Background: an optimization exercise with open tools, aiming at small area. Do not read the settings as production practice. No functional check of the RTL was part of this run. Power and IR drop assume default switching activity.

**flow/run.sh**
```bash
#!/bin/bash
# synth_recipe.tcl (not shown) runs the flow's synth.tcl, then flattens the netlist and writes it again
# the make line also repeats each setting of config.mk as NAME=value (left out here)
make -C /OpenROAD-flow-scripts/flow DESIGN_CONFIG=/design/flow/config.mk WORK_HOME=/design/flow/orfs CLKGATE_MAP_FILE= SYNTH_SCRIPT=/design/flow/synth_recipe.tcl finish
```
**flow/config.mk**
```make
export PLATFORM = sky130hd
export DESIGN_NAME = ra_packetizer
export DESIGN_NICKNAME = ra_packetizer
export VERILOG_FILES = /design/flow/design.v
export SDC_FILE = /design/flow/constraint.sdc
export NUM_CORES = 4
export LEC_CHECK = 0
export CAP_MARGIN = 20
export CORE_MARGIN = 2
export CORE_UTILIZATION = 40
export PLACE_DENSITY = 0.6
export SLEW_MARGIN = 20
```
**flow/constraint.sdc**
```tcl
create_clock -name core_clock -period 5.0 [get_ports {clock}]
set_input_delay 1.0000 -clock core_clock [delete_from_list [all_inputs] [get_ports {clock}]]
set_output_delay 1.0000 -clock core_clock [all_outputs]
set_load 0.01 [all_outputs]
```
**flow/design.v**
```verilog
package ra_flit_pkg;
	localparam int DATA_WIDTH = 32;
	localparam int VC_BITS = 1;
	localparam int ID_BITS = 4;
	localparam int EXTRA_BITS = 2;
	localparam int TYPE_BITS = 2;
	localparam int FLIT_WIDTH = (2 * ID_BITS) + EXTRA_BITS + TYPE_BITS + VC_BITS + DATA_WIDTH;
	localparam int VC_COUNT = 1 << VC_BITS;
	typedef enum logic [TYPE_BITS-1:0] {
		BODY = 2'd0,
		TAIL = 2'd1,
		HEAD = 2'd2,
		ALL  = 2'd3
	} flit_type_e;
	typedef struct packed {
		logic [ID_BITS-1:0]    dest_id;
		logic [ID_BITS-1:0]    src_id;
		logic [EXTRA_BITS-1:0] sub_flow;
		flit_type_e            flit_type;
		logic [VC_BITS-1:0]    vc;
		logic [DATA_WIDTH-1:0] data;
	} flit_t;
	typedef logic [VC_COUNT-1:0] vc_mask_t;
endpackage
package ra_ctrl_pkg;
	typedef enum logic [2:0] {
		RD_IDLE,
		RD_CHECK_VC,
		RD_CHECK_AGAIN,
		RD_READ_DELAY,
		RD_READ,
		RD_WAIT_RESP
	} reader_state_e;
	typedef enum logic [1:0] {
		SND_IDLE,
		SND_SEARCH,
		SND_READY,
		SND_READY2
	} send_state_e;
	typedef enum logic {
		DLV_IDLE,
		DLV_TAIL
	} deliver_state_e;
endpackage
`timescale 1ns/1ps
module ra_vc_buffer #(
	parameter int VC_DEPTH_BITS = 4
) (
	input  logic                                clock,
	input  logic                                reset,
	input  logic                                write_en,
	input  ra_flit_pkg::flit_t                  write_flit,
	input  logic [ra_flit_pkg::VC_BITS-1:0]     write_vc,
	input  logic                                read_en,
	input  logic [ra_flit_pkg::VC_BITS-1:0]     read_vc,
	output ra_flit_pkg::flit_t                  read_flit,
	output logic                                read_valid,
	output ra_flit_pkg::vc_mask_t               empty,
	output ra_flit_pkg::vc_mask_t               full
);
	localparam int DEPTH = 1 << VC_DEPTH_BITS;
	localparam int VCS = ra_flit_pkg::VC_COUNT;
	logic [ra_flit_pkg::FLIT_WIDTH-1:0] head_word [VCS];
	logic do_write;
	logic do_read;
	assign do_write = write_en & ~full[write_vc];
	assign do_read = read_en & ~empty[read_vc];
	for (genvar v = 0; v < VCS; v++) begin : g_chan
		logic [ra_flit_pkg::FLIT_WIDTH-1:0] mem [DEPTH];
		logic [VC_DEPTH_BITS-1:0] wr_ptr;
		logic [VC_DEPTH_BITS-1:0] rd_ptr;
		logic [VC_DEPTH_BITS:0] count;
		logic wr_hit;
		logic rd_hit;
		assign wr_hit = do_write && (write_vc == (ra_flit_pkg::VC_BITS)'(v));
		assign rd_hit = do_read && (read_vc == (ra_flit_pkg::VC_BITS)'(v));
		assign empty[v] = (count == '0);
		assign full[v] = (count == (VC_DEPTH_BITS + 1)'(DEPTH));
		assign head_word[v] = mem[rd_ptr];
		always_ff @(posedge clock) begin
			if (reset) begin
				wr_ptr <= '0;
				rd_ptr <= '0;
				count <= '0;
			end else begin
				if (wr_hit)
					wr_ptr <= wr_ptr + 1'b1;
				if (rd_hit)
					rd_ptr <= rd_ptr + 1'b1;
				case ({wr_hit, rd_hit})
					2'b10:   count <= count + 1'b1;
					2'b01:   count <= count - 1'b1;
					default: count <= count;
				endcase
			end
		end
		always_ff @(posedge clock) begin
			if (wr_hit)
				mem[wr_ptr] <= write_flit;
		end
	end
	always_ff @(posedge clock) begin
		if (reset)
			read_valid <= 1'b0;
		else
			read_valid <= do_read;
	end
	always_ff @(posedge clock) begin
		if (do_read)
			read_flit <= ra_flit_pkg::flit_t'(head_word[read_vc]);
	end
endmodule
`timescale 1ns/1ps
module ra_msg_stage (
	input  logic               clock,
	input  logic               reset,
	input  ra_flit_pkg::flit_t flit_in,
	input  logic               flit_valid,
	output ra_flit_pkg::flit_t flit0,
	output logic               v0,
	output ra_flit_pkg::flit_t flit1,
	output logic               v1,
	output logic               ready,
	input  logic               release_pulse
);
	logic load0;
	logic load1;
	logic load_last;
	assign load0 = flit_valid &&
		((flit_in.flit_type == ra_flit_pkg::HEAD) || (flit_in.flit_type == ra_flit_pkg::ALL));
	assign load1 = flit_valid && (flit_in.flit_type == ra_flit_pkg::TAIL);
	assign load_last = flit_valid &&
		((flit_in.flit_type == ra_flit_pkg::ALL) || (flit_in.flit_type == ra_flit_pkg::TAIL));
	always_ff @(posedge clock) begin
		if (reset) begin
			v0 <= 1'b0;
			v1 <= 1'b0;
			ready <= 1'b0;
		end else begin
			v0 <= load0 ? 1'b1 : (release_pulse ? 1'b0 : v0);
			v1 <= load1 ? 1'b1 : (release_pulse ? 1'b0 : v1);
			ready <= load_last ? 1'b1 : (release_pulse ? 1'b0 : ready);
		end
	end
	always_ff @(posedge clock) begin
		if (load0)
			flit0 <= flit_in;
		if (load1)
			flit1 <= flit_in;
	end
endmodule
`timescale 1ns/1ps
module ra_cache_reader (
	input  logic                            clock,
	input  logic                            reset,
	input  ra_flit_pkg::vc_mask_t           empty,
	output logic                            read_en,
	output logic [ra_flit_pkg::VC_BITS-1:0] read_vc,
	input  ra_flit_pkg::flit_t              read_flit,
	input  logic                            read_valid,
	input  logic                            cache_sent,
	output ra_flit_pkg::flit_t              c_flit_received,
	output logic                            cv_rec_flit,
	output logic                            c_ready
);
	ra_ctrl_pkg::reader_state_e state;
	logic [ra_flit_pkg::VC_BITS-1:0] cur_vc;
	always_ff @(posedge clock) begin
		if (reset) begin
			state <= ra_ctrl_pkg::RD_IDLE;
			cur_vc <= '0;
			read_en <= 1'b0;
			read_vc <= '0;
			cv_rec_flit <= 1'b0;
			c_ready <= 1'b0;
		end else begin
			case (state)
				ra_ctrl_pkg::RD_IDLE: begin
					cur_vc <= cur_vc + 1'b1;
					c_ready <= 1'b0;
					state <= ra_ctrl_pkg::RD_CHECK_VC;
				end
				ra_ctrl_pkg::RD_CHECK_VC: begin
					if (!empty[cur_vc]) begin
						read_en <= 1'b1;
						read_vc <= cur_vc;
						state <= ra_ctrl_pkg::RD_READ_DELAY;
					end else begin
						state <= ra_ctrl_pkg::RD_IDLE;
					end
				end
				ra_ctrl_pkg::RD_CHECK_AGAIN: begin
					cv_rec_flit <= 1'b0;
					if (!empty[cur_vc]) begin
						read_en <= 1'b1;
						read_vc <= cur_vc;
						state <= ra_ctrl_pkg::RD_READ_DELAY;
					end
				end
				ra_ctrl_pkg::RD_READ_DELAY: begin
					read_en <= 1'b0;
					state <= ra_ctrl_pkg::RD_READ;
				end
				ra_ctrl_pkg::RD_READ: begin
					if (read_valid) begin
						cv_rec_flit <= 1'b1;
						c_ready <= 1'b1;
						if (read_flit.flit_type == ra_flit_pkg::HEAD)
							state <= ra_ctrl_pkg::RD_CHECK_AGAIN;
						else
							state <= ra_ctrl_pkg::RD_WAIT_RESP;
					end
				end
				ra_ctrl_pkg::RD_WAIT_RESP: begin
					cv_rec_flit <= 1'b0;
					if (cache_sent)
						state <= ra_ctrl_pkg::RD_IDLE;
				end
				default: state <= ra_ctrl_pkg::RD_IDLE;
			endcase
		end
	end
	always_ff @(posedge clock) begin
		if ((state == ra_ctrl_pkg::RD_READ) && read_valid)
			c_flit_received <= read_flit;
	end
endmodule
`timescale 1ns/1ps
module ra_core_deliver (
	input  logic               clock,
	input  logic               reset,
	input  ra_flit_pkg::flit_t in_flit0,
	input  logic               in_v0,
	input  ra_flit_pkg::flit_t in_flit1,
	input  logic               in_v1,
	input  logic               in_ready,
	output logic               in_release,
	output ra_flit_pkg::flit_t p_flit_received,
	output logic               pv_rec_flit,
	output logic               p_ready
);
	ra_ctrl_pkg::deliver_state_e state;
	ra_flit_pkg::flit_t tail_hold;
	assign in_release = (state == ra_ctrl_pkg::DLV_IDLE) && in_ready;
	always_ff @(posedge clock) begin
		if (reset) begin
			state <= ra_ctrl_pkg::DLV_IDLE;
			pv_rec_flit <= 1'b0;
			p_ready <= 1'b1;
		end else begin
			case (state)
				ra_ctrl_pkg::DLV_IDLE: begin
					pv_rec_flit <= in_ready && in_v0;
					p_ready <= !(in_ready && in_v1);
					if (in_ready && in_v1)
						state <= ra_ctrl_pkg::DLV_TAIL;
				end
				ra_ctrl_pkg::DLV_TAIL: begin
					pv_rec_flit <= 1'b1;
					p_ready <= 1'b1;
					state <= ra_ctrl_pkg::DLV_IDLE;
				end
				default: state <= ra_ctrl_pkg::DLV_IDLE;
			endcase
		end
	end
	always_ff @(posedge clock) begin
		if ((state == ra_ctrl_pkg::DLV_IDLE) && in_ready) begin
			p_flit_received <= in_flit0;
			tail_hold <= in_flit1;
		end else if (state == ra_ctrl_pkg::DLV_TAIL) begin
			p_flit_received <= tail_hold;
		end
	end
endmodule
`timescale 1ns/1ps
module ra_send_arbiter (
	input  logic                  clock,
	input  logic                  reset,
	input  ra_flit_pkg::flit_t    c_flit0,
	input  logic                  c_v0,
	input  ra_flit_pkg::flit_t    c_flit1,
	input  logic                  c_v1,
	input  logic                  c_rdy,
	output logic                  c_release,
	input  ra_flit_pkg::flit_t    p_flit0,
	input  logic                  p_v0,
	input  ra_flit_pkg::flit_t    p_flit1,
	input  logic                  p_v1,
	input  logic                  p_rdy,
	output logic                  p_release,
	input  ra_flit_pkg::vc_mask_t to_core_empty,
	output ra_flit_pkg::flit_t    from_core_flit,
	output logic                  v_from_core,
	output logic                  cache_sent
);
	ra_ctrl_pkg::send_state_e state;
	logic [ra_flit_pkg::VC_BITS-1:0] free_vc;
	logic [ra_flit_pkg::VC_BITS-1:0] high_vc;
	logic send_proc;
	logic cache_go;
	logic proc_go;
	ra_flit_pkg::flit_t next_flit;
	always_comb begin
		high_vc = '0;
		for (int v = 0; v < ra_flit_pkg::VC_COUNT; v++) begin
			if (to_core_empty[v])
				high_vc = (ra_flit_pkg::VC_BITS)'(v);
		end
	end
	assign cache_go = (state == ra_ctrl_pkg::SND_READY) && c_rdy;
	assign proc_go = (state == ra_ctrl_pkg::SND_READY) && !c_rdy && p_rdy;
	assign c_release = (cache_go && !c_v1) ||
		((state == ra_ctrl_pkg::SND_READY2) && !send_proc);
	assign p_release = (proc_go && !p_v1) ||
		((state == ra_ctrl_pkg::SND_READY2) && send_proc);
	assign cache_sent = c_release;
	always_ff @(posedge clock) begin
		if (reset) begin
			state <= ra_ctrl_pkg::SND_IDLE;
			free_vc <= '0;
			send_proc <= 1'b0;
			v_from_core <= 1'b0;
		end else begin
			v_from_core <= 1'b0;
			case (state)
				ra_ctrl_pkg::SND_IDLE: state <= ra_ctrl_pkg::SND_SEARCH;
				ra_ctrl_pkg::SND_SEARCH: begin
					if (|to_core_empty) begin
						free_vc <= high_vc;
						state <= ra_ctrl_pkg::SND_READY;
					end
				end
				ra_ctrl_pkg::SND_READY: begin
					if (cache_go || proc_go) begin
						v_from_core <= 1'b1;
						send_proc <= proc_go;
						if ((cache_go && c_v1) || (proc_go && p_v1))
							state <= ra_ctrl_pkg::SND_READY2;
						else
							state <= ra_ctrl_pkg::SND_IDLE;
					end
				end
				ra_ctrl_pkg::SND_READY2: begin
					v_from_core <= 1'b1;
					state <= ra_ctrl_pkg::SND_IDLE;
				end
				default: state <= ra_ctrl_pkg::SND_IDLE;
			endcase
		end
	end
	always_comb begin
		if (cache_go)
			next_flit = c_flit0;
		else if (proc_go)
			next_flit = p_flit0;
		else
			next_flit = send_proc ? p_flit1 : c_flit1;
		next_flit.vc = free_vc;
	end
	always_ff @(posedge clock) begin
		if (cache_go || proc_go || (state == ra_ctrl_pkg::SND_READY2))
			from_core_flit <= next_flit;
	end
endmodule
`timescale 1ns/1ps
module ra_packetizer #(
	parameter int VC_DEPTH_BITS = 4
) (
	input  logic        clock,
	input  logic        reset,
	input  logic [44:0] c_flit_to_send,
	input  logic        cv_send_flit,
	output logic [44:0] c_flit_received,
	output logic        cv_rec_flit,
	output logic        c_ready,
	input  logic [44:0] p_flit_to_send,
	input  logic        pv_send_flit,
	output logic [44:0] p_flit_received,
	output logic        pv_rec_flit,
	output logic        p_ready,
	output logic [44:0] from_core_flit,
	output logic        v_from_core,
	output logic [1:0]  from_core_empty,
	output logic [1:0]  from_core_full,
	input  logic [44:0] to_core_flit,
	input  logic        v_to_core,
	input  logic [1:0]  to_core_empty
);
	ra_flit_pkg::flit_t c_in;
	ra_flit_pkg::flit_t p_in;
	ra_flit_pkg::flit_t r_in;
	ra_flit_pkg::flit_t cs_flit0, cs_flit1;
	logic cs_v0, cs_v1, cs_ready, cs_release;
	ra_flit_pkg::flit_t ps_flit0, ps_flit1;
	logic ps_v0, ps_v1, ps_ready, ps_release;
	ra_flit_pkg::flit_t ks_flit0, ks_flit1;
	logic ks_v0, ks_v1, ks_ready, ks_release;
	logic cache_traffic;
	logic core_traffic;
	logic buf_write_en;
	ra_flit_pkg::flit_t buf_write_flit;
	logic [ra_flit_pkg::VC_BITS-1:0] buf_write_vc;
	logic buf_read_en;
	logic [ra_flit_pkg::VC_BITS-1:0] buf_read_vc;
	ra_flit_pkg::flit_t buf_read_flit;
	logic buf_read_valid;
	logic cache_sent;
	assign c_in = c_flit_to_send;
	assign p_in = p_flit_to_send;
	assign r_in = to_core_flit;
	assign cache_traffic = v_to_core && !r_in.sub_flow[1];
	assign core_traffic = v_to_core && r_in.sub_flow[1];
	always_ff @(posedge clock) begin
		if (reset)
			buf_write_en <= 1'b0;
		else
			buf_write_en <= cache_traffic;
	end
	always_ff @(posedge clock) begin
		buf_write_flit <= r_in;
		buf_write_vc <= r_in.vc;
	end
	ra_vc_buffer #(
		.VC_DEPTH_BITS(VC_DEPTH_BITS)
	) u_vc_buffer (
		.clock      (clock),
		.reset      (reset),
		.write_en   (buf_write_en),
		.write_flit (buf_write_flit),
		.write_vc   (buf_write_vc),
		.read_en    (buf_read_en),
		.read_vc    (buf_read_vc),
		.read_flit  (buf_read_flit),
		.read_valid (buf_read_valid),
		.empty      (from_core_empty),
		.full       (from_core_full)
	);
	ra_msg_stage u_cache_stage (
		.clock         (clock),
		.reset         (reset),
		.flit_in       (c_in),
		.flit_valid    (cv_send_flit),
		.flit0         (cs_flit0),
		.v0            (cs_v0),
		.flit1         (cs_flit1),
		.v1            (cs_v1),
		.ready         (cs_ready),
		.release_pulse (cs_release)
	);
	ra_msg_stage u_proc_stage (
		.clock         (clock),
		.reset         (reset),
		.flit_in       (p_in),
		.flit_valid    (pv_send_flit),
		.flit0         (ps_flit0),
		.v0            (ps_v0),
		.flit1         (ps_flit1),
		.v1            (ps_v1),
		.ready         (ps_ready),
		.release_pulse (ps_release)
	);
	ra_msg_stage u_core_in_stage (
		.clock         (clock),
		.reset         (reset),
		.flit_in       (r_in),
		.flit_valid    (core_traffic),
		.flit0         (ks_flit0),
		.v0            (ks_v0),
		.flit1         (ks_flit1),
		.v1            (ks_v1),
		.ready         (ks_ready),
		.release_pulse (ks_release)
	);
	ra_flit_pkg::flit_t c_rec;
	ra_flit_pkg::flit_t p_rec;
	ra_flit_pkg::flit_t f_out;
	ra_cache_reader u_cache_reader (
		.clock           (clock),
		.reset           (reset),
		.empty           (from_core_empty),
		.read_en         (buf_read_en),
		.read_vc         (buf_read_vc),
		.read_flit       (buf_read_flit),
		.read_valid      (buf_read_valid),
		.cache_sent      (cache_sent),
		.c_flit_received (c_rec),
		.cv_rec_flit     (cv_rec_flit),
		.c_ready         (c_ready)
	);
	ra_core_deliver u_core_deliver (
		.clock           (clock),
		.reset           (reset),
		.in_flit0        (ks_flit0),
		.in_v0           (ks_v0),
		.in_flit1        (ks_flit1),
		.in_v1           (ks_v1),
		.in_ready        (ks_ready),
		.in_release      (ks_release),
		.p_flit_received (p_rec),
		.pv_rec_flit     (pv_rec_flit),
		.p_ready         (p_ready)
	);
	ra_send_arbiter u_send_arbiter (
		.clock          (clock),
		.reset          (reset),
		.c_flit0        (cs_flit0),
		.c_v0           (cs_v0),
		.c_flit1        (cs_flit1),
		.c_v1           (cs_v1),
		.c_rdy          (cs_ready),
		.c_release      (cs_release),
		.p_flit0        (ps_flit0),
		.p_v0           (ps_v0),
		.p_flit1        (ps_flit1),
		.p_v1           (ps_v1),
		.p_rdy          (ps_ready),
		.p_release      (ps_release),
		.to_core_empty  (to_core_empty),
		.from_core_flit (f_out),
		.v_from_core    (v_from_core),
		.cache_sent     (cache_sent)
	);
	assign c_flit_received = c_rec;
	assign p_flit_received = p_rec;
	assign from_core_flit = f_out;
endmodule
```
==> notes.md <==
* Mux cell area share after synthesis at 0.114
* Adder-Cell Fraction of Synth Area at 0.00252
* Vias in the first global route at 36200
* First-pass GRT wire length at 252000 um
* Fmax at 264 MHz
* Outcome: finished clean
* Clock buffer count from CTS at 202
* Post-synth net total at 3718
* Hold-fix buffers, CTS at 0
* Post-synth EDFFs at 1931
* Dpl cell area at 80900 sq um
* Crit-path cells: nor4_1, and2_1, clkdlybuf4s50_1
* # DRC at 0
* Commonest non-fill, non-tap cell in the layout: edfxtp_1
* DR WL/cell at 26.4 um
* RSZ-0062 raised after global routing: no
* Area share of and/or/nand/nor cells after synthesis at 0.0244
* Max Root-Sink Buffers at 3
* Ys Warns at 7
* Main flop type after synthesis: edfxtp_1
* Post-CTS Setup Bufs at 0
* Die ar. at 189000 sq um
* Leakage at 26.7 nW
* Die height at 435 um
* Fin. Hold Viols at 0
* Largest family of logic cells by synthesized area: multiplexers
* Vias per cell at 5.42
* Synthesized instance count at 3561
* Slowest cell on the critical path: clkdlybuf4s50_1
* Cell row count at 158
* CP max stage delay at 0.64 ns
* GP Congestion at 0.744
* Final instance area at 87500 sq um
* CTS tree: yes
* Syn Area/Cell at 20.9 sq um
* Yosys cell types at 61
* Crit end category: primary output
* Antenna violations before repair at 16
* IO Count at 286
* Area Overhead vs Synth at 17.7%
* Slew margin rel. at 0.290
* Worst-path clk slew at 0.07 ns
* Drt first pass iters at 5
* Top cell type's share of synthesized area at 0.780
* Synth area leader: edfxtp_1
* Synth Area in XOR/XNOR at 0.00259
* PortBufs at 283
* Cts repair resizes at 0
* Die Wd at 435 um
* WP data arrival at 2.79 ns
* Worst EP required at 4.00 ns
* Max IR drop VDD at 361 uV
* Share of flip-flops with an asynchronous set or reset at 0
* Max-cap violations at 0
* Final-report setup violation count at 0
* Setup CP Type: flop to primary output
* Pwr Total at 0.0347 W
* Pwr dens at 397 nW/um^2
* Post-DP HPWL at 99200 um
* Num Clock Sinks at 2035
* Worst-path fanout max at 8
* Syn Std Cell Area at 74400 sq um
* Crit start category: flop
* Largest net degree at the start of global routing at 73
* Via Count at 35900
* Detailed Route Iter0 Violations at 3370
* Starting Density at 0.402
* Share of layout cells above drive strength 1 at 0.191
* Clk root buf: clkbuf_16
* Area contributors post-synth: edfxtp_1 78%, mux4_2 9.5%, dfxtp_1 2.8%
* Post-synthesis compound-gate area fraction at 0.0369
* Flops & latches, synth at 2035
* Setup Skew at 0.0630 ns
* Core region area at 185000 sq um
* Worst-Margin Slew at 1.07 ns
* Post-Layout Cell Count at 6627
* Most frequent cells in the layout: 1931 x edfxtp_1, 315 x mux4_2, 282 x clkdlybuf4s50_1
* Total GRT Usage at 0.182
* Final nets at 4124
* Final Critical Period at 3.79 ns
* Worst Hold Class: flop to flop
* Later-pin clock latency in the skew report at 0.85 ns
* Antenna-violating nets left at 0
* Placed cells at 6243
* Slew Limit Fails at 0
* H-tree levels at 4
* Routed WL at 175000 um
* Final period util at 0.759
* Sequential fraction of the synthesis area at 0.808
* Total gr overflow at 0
-- cell usage after synthesis (all sizes together), types with 2 or more instances --
cell type / number
a221o: 2
o21a: 3
o31ai: 30
mux4: 315
and2: 11
or3b: 2
a31oi: 3
nor3b: 3
buf: 78
dfxtp: 104
o22ai: 135
or3: 2
nor2: 71
nand2: 248
nor2b: 9
a221oi: 2
a211oi: 93
o21ai: 67
edfxtp: 1931
and3: 2
nand2b: 7
a21oi: 26
nor3: 21
nand4: 4
or2b: 2
or4: 2
xnor2: 8
nor4: 7
mux2i: 139
or2: 2
ha: 15
inv: 18
a22oi: 47
clkbuf: 107
nand3: 9
nand3b: 7
xor2: 14
-- kinds of logic after synthesis --
family,after synthesis
AOI/OAI and AO/OA,416
xor gates and xnor gates,22
adders and majority gates,15
buffers and inverters,203
DFF,2035
muxes,455
and+or+nand+nor,415
-- cell type report --
class | count | area (sq um)
Clock inverter | 95 | 1010
Multi-Input combinational cell | 1323 | 13700
Fill cell | 15300 | 97500
Tap cell | 2480 | 3100
Inverter | 18 | 70.1
Clock buffer | 285 | 5600
Antenna cell | 4 | 10.0
Timing Repair Buffer | 387 | 3880
Sequential cell | 2035 | 60100
-- path summary, 6_finish.rpt --
check,start,end,cells after the start,slack [ns]
max,u_vc_buffer.g_chan[1].count[1]$_SDFFE_PP0P_,from_core_empty[1],3,1.21
min,u_vc_buffer.read_flit[18]$_DFFE_PN_,u_cache_reader.c_flit_received[18]$_DFFE_PP_,0,0.40
max reg2reg,u_vc_buffer.g_chan[1].count[1]$_SDFFE_PP0P_,u_vc_buffer.g_chan[1].count[4]$_SDFFE_PP0P_,11,1.46
min reg2reg,u_vc_buffer.read_flit[18]$_DFFE_PN_,u_cache_reader.c_flit_received[18]$_DFFE_PP_,0,0.40
-- critical path: cells and delay by family (launching register included) --
family	cells	cell delay, ns
and+or+nand+nor	2	0.93
buffers and inverters	1	0.64
DFF	1	0.38
-- state kept, by name, indices dropped and copies added (netlist names), 10 cells and up, named ones only --
signal,cells
u_proc_stage.flit0,44
u_core_deliver.tail_hold,45
u_vc_buffer.g_chan.mem,1440
u_vc_buffer.g_chan.count,10
u_proc_stage.flit1,44
u_core_in_stage.flit1,45
u_vc_buffer.read_flit,45
u_cache_reader.c_flit_received,45
u_cache_stage.flit1,44
u_send_arbiter.from_core_flit,45
u_core_in_stage.flit0,45
u_core_deliver.p_flit_received,45
buf_write_flit,45
u_cache_stage.flit0,44
-- per-stage QoR --
stage,utilization,TNS [ns],setup WS (ns),hold slack (ns)
final,0.473,0,1.21,0.399
after global routing,0.473,0,0.938,0.415
after CTS,0.473,0,1.13,0.395
after detailed placement,0.437,0,1.48,0.405
after global placement,0.437,0,1.51,0.400
after floorplan,-,-227.55,-1.26,0.400
-- per-layer routing --
layer  vias to the layer above  part of all wire  GRT usage
li1                      15500                 -          -
met1                     19100              0.42      0.247
met2                      1093              0.49      0.301
met3                       252             0.059     0.0332
met4                         2             0.025     0.0539
met5                         -          0.000092          0
-- report_power, final --
group	leakage (nW)	switching (W)	internal, W
logic	5.21	0.000384	0.000289
clock network	3.21	0.00650	0.00843
registers	18.3	0.000242	0.0189

## re-timing with driven ports
In the flow no input, the clock included, has a driving cell. The finished layout below was timed again as built, in two steps. Step 1: set_driving_cell puts a clkbuf_16 on clock and a buf_2 on each other input, an assumption about the parent block. Step 2 times the ports against the registers' clock, not the clock port: input delays grow and output delays shrink by t, the midpoint of the rising clock arrivals with the driver on. Three values: no drivers, after step 1, after step 2; two values: the first two.
t, ns: 0.907
setup slack, ns: 1.207 / 1.119 / 1.458
hold slack, ns: 0.399 / 0.399 / 0.399
After both steps setup and hold are still met in this run. The setup slack of this run moves by -0.088 ns with the drivers and by +0.251 ns with both steps.
